Context: an optimization exercise on an open-source flow, tuned for small area and a short achievable clock period. The choices shown serve that exercise and are no tape-out recipe. Only simulation tests tie the RTL to the original design; equivalence was not proved. No activity file was given, so power comes from the tool's default toggle rates.

`flow/design.v`:
```
`timescale 1ns/1ps
module code_ram (
    input  logic                         clk,
    input  logic                         rst_n,
    input  logic                         we,
    input  logic [32-1:0]      wr_hold,
    input  logic [32-1:0]  rd_word,
    input  logic [4:0]                   rd_lo,
    output logic                         chip
);
    localparam int NW = 32;
    localparam int WW = 32;
    logic [4:0]    wr_idx;
    logic [3:0]    wr_phi;
    logic [7:0]    wr_plo;
    logic [3:0]    wr_phi_n;
    logic [7:0]    wr_plo_n;
    logic [NW-1:0] wsel;
    logic [NW-1:0] whold;
    logic [WW-1:0] col;
    logic [WW-1:0] rd_bit;
    logic          fwd;
    logic          rd_q;
    always_ff @(posedge clk or negedge rst_n) begin
        if (!rst_n) begin
            wr_idx <= '0;
        end else if (we) begin
            wr_idx <= wr_idx + 1'b1;
        end else begin
            wr_idx <= '0;
        end
    end
    always_ff @(posedge clk) begin
        for (int i = 0; i < 4; i++) begin
            wr_phi[i]   <= we && (wr_idx[4:3] == 2'(i));
            wr_phi_n[i] <= !(we && (wr_idx[4:3] == 2'(i)));
        end
        for (int i = 0; i < 8; i++) begin
            wr_plo[i]   <= (wr_idx[2:0] == 3'(i));
            wr_plo_n[i] <= (wr_idx[2:0] != 3'(i));
        end
    end
    always_comb begin
        for (int w = 0; w < NW; w++) begin
            wsel[w]  = wr_phi[w / 8] && wr_plo[w % 8];
            whold[w] = wr_phi_n[w / 8] || wr_plo_n[w % 8];
        end
    end
    logic [WW-1:0] mem [NW];
    for (genvar w = 0; w < NW; w++) begin : g_word
        for (genvar b = 0; b < WW; b++) begin : g_bit
            if (w == 0 && b == 0) begin : g_none
                assign mem[w][b] = 1'b0;
            end else begin : g_ff
                logic q;
                always_ff @(posedge clk) begin
                    q <= (wsel[w] & wr_hold[b]) | (whold[w] & q);
                end
                assign mem[w][b] = q;
            end
        end
    end
    always_comb begin
        for (int b = 0; b < WW; b++) begin
            rd_bit[b] = (rd_lo == 5'(b));
        end
        for (int b = 0; b < WW; b++) begin
            col[b] = 1'b0;
            for (int w = 0; w < NW; w++) begin
                col[b] = col[b] | (rd_word[w] & mem[w][b]);
            end
        end
        fwd  = |(wsel & rd_word);
        rd_q = fwd ? |(rd_bit & wr_hold) : |(rd_bit & col);
    end
    always_ff @(posedge clk or negedge rst_n) begin
        if (!rst_n) begin
            chip <= 1'b0;
        end else begin
            chip <= rd_q;
        end
    end
endmodule
`timescale 1ns/1ps
module code_phase_gen (
    input  logic                         clk,
    input  logic                         rst_n,
    input  logic                         code_tick,
    input  logic                         delay_load,
    input  logic [10-1:0] delay_new,
    output logic [32-1:0]  rd_word,
    output logic [4:0]                   rd_lo
);
    localparam int AW = 10;
    localparam int NW = 32;
    localparam int WW = 32;
    logic [AW-1:0] chip_cnt;
    logic [AW-1:0] diff;
    logic          tick_d;
    logic [AW-1:0] load_addr;
    function automatic logic [AW-1:0] inc1023(input logic [AW-1:0] x);
        logic [AW-1:0] r;
        for (int i = 0; i < AW; i++) begin
            r[i] = x[i] ^ ((x & ((10'd1 << i) - 10'd1)) == ((10'd1 << i) - 10'd1));
        end
        r[0] = r[0] | (&x);
        inc1023 = r;
    endfunction
    function automatic logic [AW-1:0] inc2_1023(input logic [AW-1:0] x);
        logic [AW-1:0] r;
        r[0] = x[0];
        for (int i = 1; i < AW; i++) begin
            r[i] = x[i] ^ ((x & ((10'd1 << i) - 10'd2)) == ((10'd1 << i) - 10'd2));
        end
        if (&x[AW-1:1]) begin
            r = {8'd0, x[0], ~x[0]};
        end
        inc2_1023 = r;
    endfunction
    function automatic logic [AW-1:0] sub1023(input logic [AW-1:0] x, input logic [AW-1:0] m);
        logic [AW-1:0] y, p, g, h, gg, hh, gn, hn, r;
        logic          gall;
        y  = ~m;
        p  = x ^ y;
        g  = x & y;
        h  = x | y;
        gg = g;
        hh = h;
        for (int d = 1; d < AW; d = d * 2) begin
            gn = gg;
            hn = hh;
            for (int i = d; i < AW; i++) begin
                gn[i] = gg[i] | (hh[i] & gg[i-d]);
                hn[i] = hh[i] & hh[i-d];
            end
            gg = gn;
            hh = hn;
        end
        gall = gg[AW-1];
        r[0] = p[0] ^ gall;
        for (int i = 1; i < AW; i++) begin
            r[i] = p[i] ^ (gg[i-1] | (hh[i-1] & gall));
        end
        sub1023 = r;
    endfunction
    always_ff @(posedge clk) begin
        diff <= sub1023(chip_cnt, delay_new);
    end
    always_comb begin
        if (code_tick) begin
            load_addr = tick_d ? inc2_1023(diff) : inc1023(diff);
        end else begin
            load_addr = tick_d ? inc1023(diff) : diff;
        end
    end
    always_ff @(posedge clk or negedge rst_n) begin
        if (!rst_n) begin
            chip_cnt <= 10'd1;
            tick_d   <= 1'b0;
            rd_word  <= NW'(1);
            rd_lo    <= 5'd1;
        end else begin
            tick_d <= code_tick;
            if (code_tick) begin
                chip_cnt <= inc1023(chip_cnt);
            end
            if (delay_load) begin
                for (int i = 0; i < NW; i++) begin
                    rd_word[i] <= (load_addr[9:5] == 5'(i));
                end
                rd_lo <= load_addr[4:0];
            end else if (code_tick) begin
                if (rd_word[NW-1] && (&rd_lo)) begin
                    rd_word <= NW'(1);
                    rd_lo   <= 5'd1;
                end else begin
                    rd_lo <= rd_lo + 5'd1;
                    if (&rd_lo) begin
                        rd_word <= {rd_word[NW-2:0], rd_word[NW-1]};
                    end
                end
            end
        end
    end
endmodule
`timescale 1ns/1ps
module ctrl_word_ram (
    input  logic                         clk,
    input  logic                         rst_n,
    input  logic                         we,
    input  logic [32-1:0]      wr_hold,
    output logic [32-1:0]      word0,
    output logic [32-1:0]      word1,
    output logic [32-1:0]      word2,
    output logic [10-1:0] word3
);
    logic [1:0] wr_idx;
    logic [3:0] wr_pend;
    always_ff @(posedge clk or negedge rst_n) begin
        if (!rst_n) begin
            wr_idx <= 2'd0;
        end else if (we) begin
            wr_idx <= wr_idx + 2'd1;
        end else begin
            wr_idx <= 2'd0;
        end
    end
    always_ff @(posedge clk) begin
        for (int k = 0; k < 4; k++) begin
            wr_pend[k] <= we && (wr_idx == 2'(k));
        end
    end
    always_ff @(posedge clk) begin
        word0 <= ({32{wr_pend[0]}} & wr_hold) | ({32{~wr_pend[0]}} & word0);
        word1 <= ({32{wr_pend[1]}} & wr_hold) | ({32{~wr_pend[1]}} & word1);
        word2 <= ({32{wr_pend[2]}} & wr_hold) | ({32{~wr_pend[2]}} & word2);
        word3 <= ({10{wr_pend[3]}} & wr_hold[10-1:0])
               | ({10{~wr_pend[3]}} & word3);
    end
endmodule
`timescale 1ns/1ps
module ctrl_update_seq (
    input  logic                        clk,
    input  logic                        rst_n,
    input  logic                        busy,
    output logic [4-1:0] load_sel,
    output logic [4-1:0] load_hold
);
    localparam int DIV_W = $clog2(10000);
    logic [DIV_W-1:0] div_cnt;
    logic             upd_tick;
    logic             seq_start;
    assign upd_tick = (div_cnt == DIV_W'(10000 - 1));
    always_ff @(posedge clk or negedge rst_n) begin
        if (!rst_n) begin
            div_cnt <= '0;
        end else if (upd_tick) begin
            div_cnt <= '0;
        end else begin
            div_cnt <= div_cnt + 1'b1;
        end
    end
    always_ff @(posedge clk or negedge rst_n) begin
        if (!rst_n) begin
            seq_start <= 1'b0;
            load_sel  <= '0;
            load_hold <= '1;
        end else begin
            seq_start <= upd_tick && !busy;
            load_sel  <= {load_sel[4-2:0], seq_start};
            load_hold <= {load_hold[4-2:0], !seq_start};
        end
    end
endmodule
`timescale 1ns/1ps
module gnss_channel (
    input  logic                          clk,
    input  logic                          rst_n,
    input  logic [32-1:0]       wr_hold,
    input  logic                          code_we,
    input  logic                          ctrl_we,
    input  logic                          code_tick,
    input  logic [4-1:0]   load_sel,
    input  logic [4-1:0]   load_hold,
    output logic [3*32-1:0]     params,
    output logic                          code_bit
);
    localparam int W = 32;
    logic [W-1:0]                 word0, word1, word2;
    logic [10-1:0] word3;
    logic [W-1:0]                 carrier_freq;
    logic [W-1:0]                 code_freq;
    logic [W-1:0]                 code_freq_x;
    logic [W-1:0]                 code_phase;
    logic [32-1:0]  code_word;
    logic [4:0]                   code_lo;
    localparam logic [W-1:0] CODE_FREQ_RST = 32'd2746095;
    assign code_freq = code_freq_x ^ CODE_FREQ_RST;
    assign params = {carrier_freq, code_freq, code_phase};
    ctrl_word_ram ctrl_word_ram_i (
        .clk     (clk),
        .rst_n   (rst_n),
        .we      (ctrl_we),
        .wr_hold (wr_hold),
        .word0   (word0),
        .word1   (word1),
        .word2   (word2),
        .word3   (word3)
    );
    always_ff @(posedge clk or negedge rst_n) begin
        if (!rst_n) begin
            carrier_freq <= 32'd0;
            code_freq_x  <= '0;
            code_phase   <= 32'd0;
        end else begin
            carrier_freq <= ({W{load_sel[0]}} & word0) | ({W{load_hold[0]}} & carrier_freq);
            code_freq_x  <= ({W{load_sel[1]}} & (word1 ^ CODE_FREQ_RST)) | ({W{load_hold[1]}} & code_freq_x);
            code_phase   <= ({W{load_sel[2]}} & word2) | ({W{load_hold[2]}} & code_phase);
        end
    end
    code_phase_gen code_phase_gen_i (
        .clk        (clk),
        .rst_n      (rst_n),
        .code_tick  (code_tick),
        .delay_load (load_sel[3]),
        .delay_new  (word3),
        .rd_word    (code_word),
        .rd_lo      (code_lo)
    );
    code_ram code_ram_i (
        .clk     (clk),
        .rst_n   (rst_n),
        .we      (code_we),
        .wr_hold (wr_hold),
        .rd_word (code_word),
        .rd_lo   (code_lo),
        .chip    (code_bit)
    );
endmodule
`timescale 1ns/1ps
module gnss_baseband_top (
    input  logic                                     clk,
    input  logic                                     rst_n,
    input  logic [32-1:0]                  wr_data,
    input  logic [2*4-1:0]              wr_en,
    input  logic [4-1:0]                code_tick,
    output logic [3*32*4-1:0] params,
    output logic [4-1:0]                code_bit
);
    localparam int PARAMS_W = 3 * 32;
    logic [4-1:0] load_sel;
    logic [4-1:0] load_hold;
    logic                        busy;
    logic [32-1:0]     wr_hold;
    assign busy = |wr_en;
    always_ff @(posedge clk) begin
        wr_hold <= wr_data;
    end
    ctrl_update_seq ctrl_update_seq_i (
        .clk      (clk),
        .rst_n    (rst_n),
        .busy     (busy),
        .load_sel  (load_sel),
        .load_hold (load_hold)
    );
    for (genvar ch = 0; ch < 4; ch++) begin : g_chan
        gnss_channel gnss_channel_i (
            .clk       (clk),
            .rst_n     (rst_n),
            .wr_hold   (wr_hold),
            .code_we   (wr_en[4 + ch]),
            .ctrl_we   (wr_en[ch]),
            .code_tick (code_tick[ch]),
            .load_sel  (load_sel),
            .load_hold (load_hold),
            .params    (params[ch*PARAMS_W +: PARAMS_W]),
            .code_bit  (code_bit[ch])
        );
    end
endmodule
```
`flow/config.mk`:
```
export PLATFORM = sky130hd
export DESIGN_NAME = gnss_baseband_top
export DESIGN_NICKNAME = gnss_baseband_top
export VERILOG_FILES = /design/flow/design.v
export SDC_FILE = /design/flow/constraint.sdc
export NUM_CORES = 4
export LEC_CHECK = 0
export CAP_MARGIN = 20
export CORE_MARGIN = 2
export CORE_UTILIZATION = 45
export CTS_CLUSTER_DIAMETER = 80
export CTS_CLUSTER_SIZE = 25
export PLACE_DENSITY = 0.6
export SETUP_SLACK_MARGIN = 4
export SLEW_MARGIN = 20
```
`flow/run.sh`:
```
#!/bin/bash
# synth_recipe.tcl (not shown) runs the flow's synth.tcl, then flattens the netlist and writes it again
# the make line also repeats each setting of config.mk as NAME=value (left out here)
make -C /OpenROAD-flow-scripts/flow DESIGN_CONFIG=/design/flow/config.mk WORK_HOME=/design/flow/orfs CLKGATE_MAP_FILE= SYNTH_SCRIPT=/design/flow/synth_recipe.tcl finish
```
`flow/constraint.sdc`:
```
create_clock -name core_clock -period 7.0 [get_ports {clk}]
set_input_delay 1.4000 -clock core_clock [delete_from_list [all_inputs] [get_ports {clk}]]
set_output_delay 1.4000 -clock core_clock [all_outputs]
set_load 0.01 [all_outputs]
```
==> summary.txt <==
Outcome:
- The flow ran to the end and the layout has no timing, DRC or antenna violations.

Layout:
- The finished layout holds roughly 23000 standard cells, fillers aside.
- The layout overhead on the synthesized area is 10.2%.
- The most frequent standard cell in the layout excluding fill and tap cells is sky130_fd_sc_hd__a22o_1.
- The top cell types in the final layout, fill and taps aside, are sky130_fd_sc_hd__a22o_1 (4960), sky130_fd_sc_hd__dfxtp_1 (4222), sky130_fd_sc_hd__a22oi_1 (1057).
- The filler cells instantiated in the layout total 38523.
- The utilization after layout is 0.497.
- Of the cells placed in the final design, the portion with a size suffix greater than 1 is 0.144.
- In the final design database the tool counted between 15000 and 20000 nets.

Power and ir drop:
- The share of total power dissipated in sequential elements is 0.584.
- Of the total power, combinational logic draws 0.125.
- The ratio of total power to cell area is ~270 nW/um2.
- The fraction of power spent switching nets is 0.285.
- The internal power of the cells totals 0.0426 W.
- For this design the total switching power over the nets is between 0.015 and 0.02 W.
- The static leakage is around 85 nW.
- The share of total power dissipated in the clock network is 0.291.
- VDD sags by at most between 200 and 250 uV.

Timing:
- For the finished layout, the period the worst path requires is 3.23 ns.
- Of the available clock period, the critical path in the final layout requires 0.461.
- The worst setup margin is around 3.8 ns.
- The hold violation total from the final report is 0.
- The worst-case hold slack is 0.278 ns.
- The worst-case headroom to the max-slew limit is 0.131.
- After routing, the total negative slack on setup checks comes to 0 ns.
- The count of pins over their slew limit came to 0.
- Setup repair after global routing could not meet its margin everywhere.
- The transition time at the pin with the least slew margin is between 1 and 1.5 ns.
- The final setup violation count is 0.
- Static timing analysis puts the maximum clock frequency at between 0.3 and 0.4 GHz.
- The clock arrives with between 0.09 and 0.1 ns of skew.

Clock network:
- The CTS buffer count is roughly 250.
- The insertion delay to the later sink of the worst-skew pair is ~1.1 ns.
- The number of hold-repair buffers added at the cts stage is 0.
- The root buffer cell is sky130_fd_sc_hd__clkbuf_16.
- The number of buffers between clock root and the deepest sink is 4.
- The H-tree was split into 4 levels.
- Clock-pin slew was measured on the worst setup and hold paths at 0.11 ns.
- The number of sinks handled by clock tree synthesis is around 5300.
- The clock tree from TritonCTS is yes.

Synthesis:
- The cell count after synthesis is around 17000.
- The number of distinct library cells after synthesis is between 70 and 80.
- The number of synthesized register bits is around 5300.
- Of the post-synthesis cell area, the part taken by muxes is 0.00240.
- Yosys attributes the largest share of cell area to sky130_fd_sc_hd__dfxtp_1 (43%), sky130_fd_sc_hd__a22o_1 (22%), sky130_fd_sc_hd__dfrtp_1 (7.8%).
- The total number of yosys warnings is 7.
- The number of flops mapped to enable cells by yosys is approximately 420.
- The area share of fa/ha/maj cells after synthesis is 0.0132.
- After synthesis, the largest family of logic cells by area is compound AO/OA/AOI/OAI gates.
- The compound-cell area share of the yosys netlist is 0.308.
- The synthesized cell area is 197000 um2.
- Of all cell types, the one taking the most synthesized area is sky130_fd_sc_hd__dfxtp_1.
- The mean cell area of the mapped netlist is 11.5 um2.
- In the synthesized netlist the async set-or-reset flop fraction comes to 0.118.
- The area share of and/or/nand/nor cells after synthesis is 0.0448.
- Of the total synthesized cell area, the portion taken by XOR and XNOR cells is 0.00368.
- The share of synthesized area in the top cell type comes to 0.434.
- The most used flip-flop cell after synthesis is sky130_fd_sc_hd__dfxtp_1.
- The share of the Yosys chip area taken by registers is 0.578.
- Synthesis produced a netlist with a net count of ~17000.

Floorplan:
- The boundary pin count is approximately 430.
- The die covers between 400000 and 500000 um2.
- After floorplanning, the core was divided into 243 placement rows.
- For this configuration, the core starts out at a cell density of 0.451.
- The die height is 666 um.
- The core box area is approximately 440000 um2.
- Measured along the x axis, the die boundary spans approximately 670 um.

Worst setup path:
- At the worst endpoint, the required time is roughly 7.9 ns.
- The type of element capturing the critical path is a flip-flop.
- By startpoint and endpoint, the worst setup path is classified as reg2reg.
- Along the worst path, the maximum fanout reaches 27.
- The arrival time of the worst setup path is roughly 4.2 ns.
- STA classifies the critical path startpoint as a flip-flop.

GRT:
- The initial antenna violation count is 69.
- The pin count of the biggest net entering global routing is about 120.
- The global-route track usage on met2 is 0.556.
- The global-route layer with the greatest usage is met2.
- The first-pass GRT wire length is 1240 mm.
- For this run, the total global-route usage over all layers was measured as 0.389.
- In the global route stage, met1 resource usage came out at 0.516.
- In the global route stage, met3 resource usage came out at 0.114.
- The total congestion overflow is 0.
- The via count of the first global-routing pass was 152740.

Detailed routing:
- Wires add up to ~910 mm.
- The average via count per standard cell is 7.39.
- The DRC violation total after the first TritonRoute iteration is 28037.
- The number of optimization iterations in the first detailed-route pass is 11.
- In the final routed layout, each cell accounts on average for between 40 and 50 um.
- After detailed routing, the number of remaining DRC violations is 0.
- The count of vias placed by the detailed router is around 170k.
- The number of nets still failing antenna checks after routing is 0.

Run:
- The reported max-cap violation count is 0.

Min path:
- The type of the tightest min-delay check is in2async.

Placement:
- Routability-driven placement finished with a final weighted congestion of around 0.94.
- The half-perimeter wire length after placement is slightly below 500 mm.
- The number of input and output port buffers inserted is 433.
- The number of placed instances, taps included, is ~22000.
- At the placement stage, the worst setup path has a slack of slightly below 3 ns.
sequential cells by signal (all words and copies together) (netlist names), 3 cells and up, named ones only:
signal,flops
ctrl_update_seq_i.div_cnt,14
ctrl_update_seq_i.load_hold,3
ctrl_update_seq_i.load_sel,4
g_chan.gnss_channel_i.carrier_freq,128
g_chan.gnss_channel_i.code_freq_x,128
g_chan.gnss_channel_i.code_phase,128
g_chan.gnss_channel_i.code_phase_gen_i.chip_cnt,40
g_chan.gnss_channel_i.code_phase_gen_i.diff,40
g_chan.gnss_channel_i.code_phase_gen_i.rd_lo,20
g_chan.gnss_channel_i.code_phase_gen_i.rd_word,128
g_chan.gnss_channel_i.code_phase_gen_i.tick_d,4
g_chan.gnss_channel_i.code_ram_i.chip,4
g_chan.gnss_channel_i.code_ram_i.g_word.g_bit.g_ff.q,4092
g_chan.gnss_channel_i.code_ram_i.wr_idx,20
g_chan.gnss_channel_i.code_ram_i.wr_phi,16
g_chan.gnss_channel_i.code_ram_i.wr_phi_n,16
g_chan.gnss_channel_i.code_ram_i.wr_plo,32
g_chan.gnss_channel_i.code_ram_i.wr_plo_n,32
g_chan.gnss_channel_i.ctrl_word_ram_i.wr_idx,8
g_chan.gnss_channel_i.ctrl_word_ram_i.wr_pend,16
wr_hold,32
critical path, stage by stage (launching register included):
cell	delay, ns
sky130_fd_sc_hd__dfrtp_2	0.57
sky130_fd_sc_hd__buf_6	0.35
sky130_fd_sc_hd__a221oi_1	0.52
sky130_fd_sc_hd__nand4_1	0.13
sky130_fd_sc_hd__nor3_1	0.74
sky130_fd_sc_hd__o2111ai_1	0.34
sky130_fd_sc_hd__o211ai_1	0.28
sky130_fd_sc_hd__a41oi_1	0.14
cells in the mapped netlist, types with 10 or more instances:
cell type and count:
sky130_fd_sc_hd__a211oi_1 17, sky130_fd_sc_hd__a21oi_1 176, sky130_fd_sc_hd__a221oi_1 549, sky130_fd_sc_hd__a222oi_1 21
sky130_fd_sc_hd__a22o_1 4960, sky130_fd_sc_hd__a22oi_1 1061, sky130_fd_sc_hd__a31oi_1 26, sky130_fd_sc_hd__and2_1 167
sky130_fd_sc_hd__and3_1 41, sky130_fd_sc_hd__buf_1 155, sky130_fd_sc_hd__buf_4 72, sky130_fd_sc_hd__clkbuf_1 2043
sky130_fd_sc_hd__dfrtp_1 615, sky130_fd_sc_hd__dfstp_2 15, sky130_fd_sc_hd__dfxtp_1 4276, sky130_fd_sc_hd__edfxtp_1 424
sky130_fd_sc_hd__ha_1 193, sky130_fd_sc_hd__inv_1 271, sky130_fd_sc_hd__maj3_1 12, sky130_fd_sc_hd__mux2_2 15
sky130_fd_sc_hd__mux2i_1 26, sky130_fd_sc_hd__nand2_1 366, sky130_fd_sc_hd__nand2b_1 21, sky130_fd_sc_hd__nand3_1 149
sky130_fd_sc_hd__nand3b_1 12, sky130_fd_sc_hd__nand4_1 353, sky130_fd_sc_hd__nor2_1 205, sky130_fd_sc_hd__nor2b_1 55
sky130_fd_sc_hd__nor3_1 89, sky130_fd_sc_hd__nor3b_1 11, sky130_fd_sc_hd__nor4_1 31, sky130_fd_sc_hd__o2111ai_1 10
sky130_fd_sc_hd__o211ai_1 22, sky130_fd_sc_hd__o21ai_0 280, sky130_fd_sc_hd__o21bai_1 11, sky130_fd_sc_hd__o22ai_1 28
sky130_fd_sc_hd__o311ai_0 20, sky130_fd_sc_hd__o31ai_1 14, sky130_fd_sc_hd__o41ai_1 26, sky130_fd_sc_hd__or2_2 132
sky130_fd_sc_hd__or3_1 13, sky130_fd_sc_hd__or4_1 11, sky130_fd_sc_hd__xnor2_1 53, sky130_fd_sc_hd__xor2_1 30
power groups by stage:
stage / Combinational [W] / Sequential (W) / Clock (W)
after floorplan: 0.00449 / 0.0345 / 0
final: 0.00745 / 0.0348 / 0.0173
after detailed placement: 0.00660 / 0.0354 / 0
after CTS: 0.00689 / 0.0347 / 0.0172
after global routing: 0.00768 / 0.0350 / 0.0182
after global placement: 0.00651 / 0.0354 / 0
stage by stage:
| stage | total power, W | area [um2] |
|---|---|---|
| global route | 0.0609 | 217000 |
| global placement | 0.0419 | 205000 |
| CTS | 0.0588 | 215000 |
| finish | 0.0596 | 218000 |
| detailed placement | 0.0420 | 205000 |
| floorplan | 0.0390 | 197000 |
cells by family (layout without fill, tap and decap cells):
logic type                 count (synthesis)  count (layout)
AOI/OAI and AO/OA                       7313            7313
DFF                                     5330            5330
buffers and inverters                   2553            2066
and+or+nand+nor                         1676            1677
adders and majority gates                209             209
xor gates and xnor gates                  83              83
muxes                                     43              43
other                                      0              60
path summary, 6_finish.rpt:
path	endpoint	slack [ns]	cells after the start
setup / recovery	g_chan[0].gnss_channel_i.code_ram_i.chip	3.77	7
hold / removal	g_chan[1].gnss_channel_i.code_freq_x[17]	0.28	1
setup reg to reg	g_chan[0].gnss_channel_i.code_ram_i.chip	3.77	7
hold reg to reg	g_chan[3].gnss_channel_i.code_freq_x[21]	0.38	1
max in group asynchronous	asynchronous set/reset pin	4.99	2
min in group core_clock	g_chan[3].gnss_channel_i.code_freq_x[21]	0.38	1
final cells by class:
cell class | count | area, um2 | share of cell area
Sequential cell | 5330 | 115000 | 0.527
Inverter | 276 | 1040 | 0.00477
Tap cell | 5757 | 7200 | 0.0331
Multi-Input combinational cell | 9325 | 74900 | 0.344
Clock buffer | 333 | 6680 | 0.0307
Timing Repair Buffer | 1420 | 12500 | 0.0575
Antenna cell | 60 | 150 | 0.000690
Clock inverter | 37 | 423 | 0.00194
what timing repair did:
action                      CTS  global route
pin swaps                    22            47
setup endpoints to repair   458           525
gates resized for setup    2324           271
cloned                        1             0
setup buffers               262           209
metal layers:
| layer | vias to the layer above | share of wire |
|---|---|---|
| li1 | 65088 | - |
| met1 | 83429 | 0.37 |
| met2 | 14213 | 0.41 |
| met3 | 3774 | 0.14 |
| met4 | 28 | 0.079 |
| met5 | - | 0.00022 |

[port drivers added, routing unchanged]
In the flow no input, the clock included, has a driving cell. The finished layout below was timed again as built, in two steps. Step 1 sets driving cells, clkbuf_16 on the clock port and buf_2 on the other inputs (assumed; they add their load-dependent delay and slew). Step 2 moves the port delays by t, midway between the first and last clock arrival at a register: inputs arrive t later, outputs are due t later. That takes back most of the time a late clock gives input paths. Three values: ideal, step 1, step 2; two values: the first two.
t (ns): 1.176
setup WS [ns]: 3.774 / 3.679 / 3.144
hold WS [ns]: 0.278 / 0.214 / 0.379
After both steps setup and hold are still met in this run. The setup slack of this run moves by -0.095 ns with the drivers and by -0.630 ns with both steps.
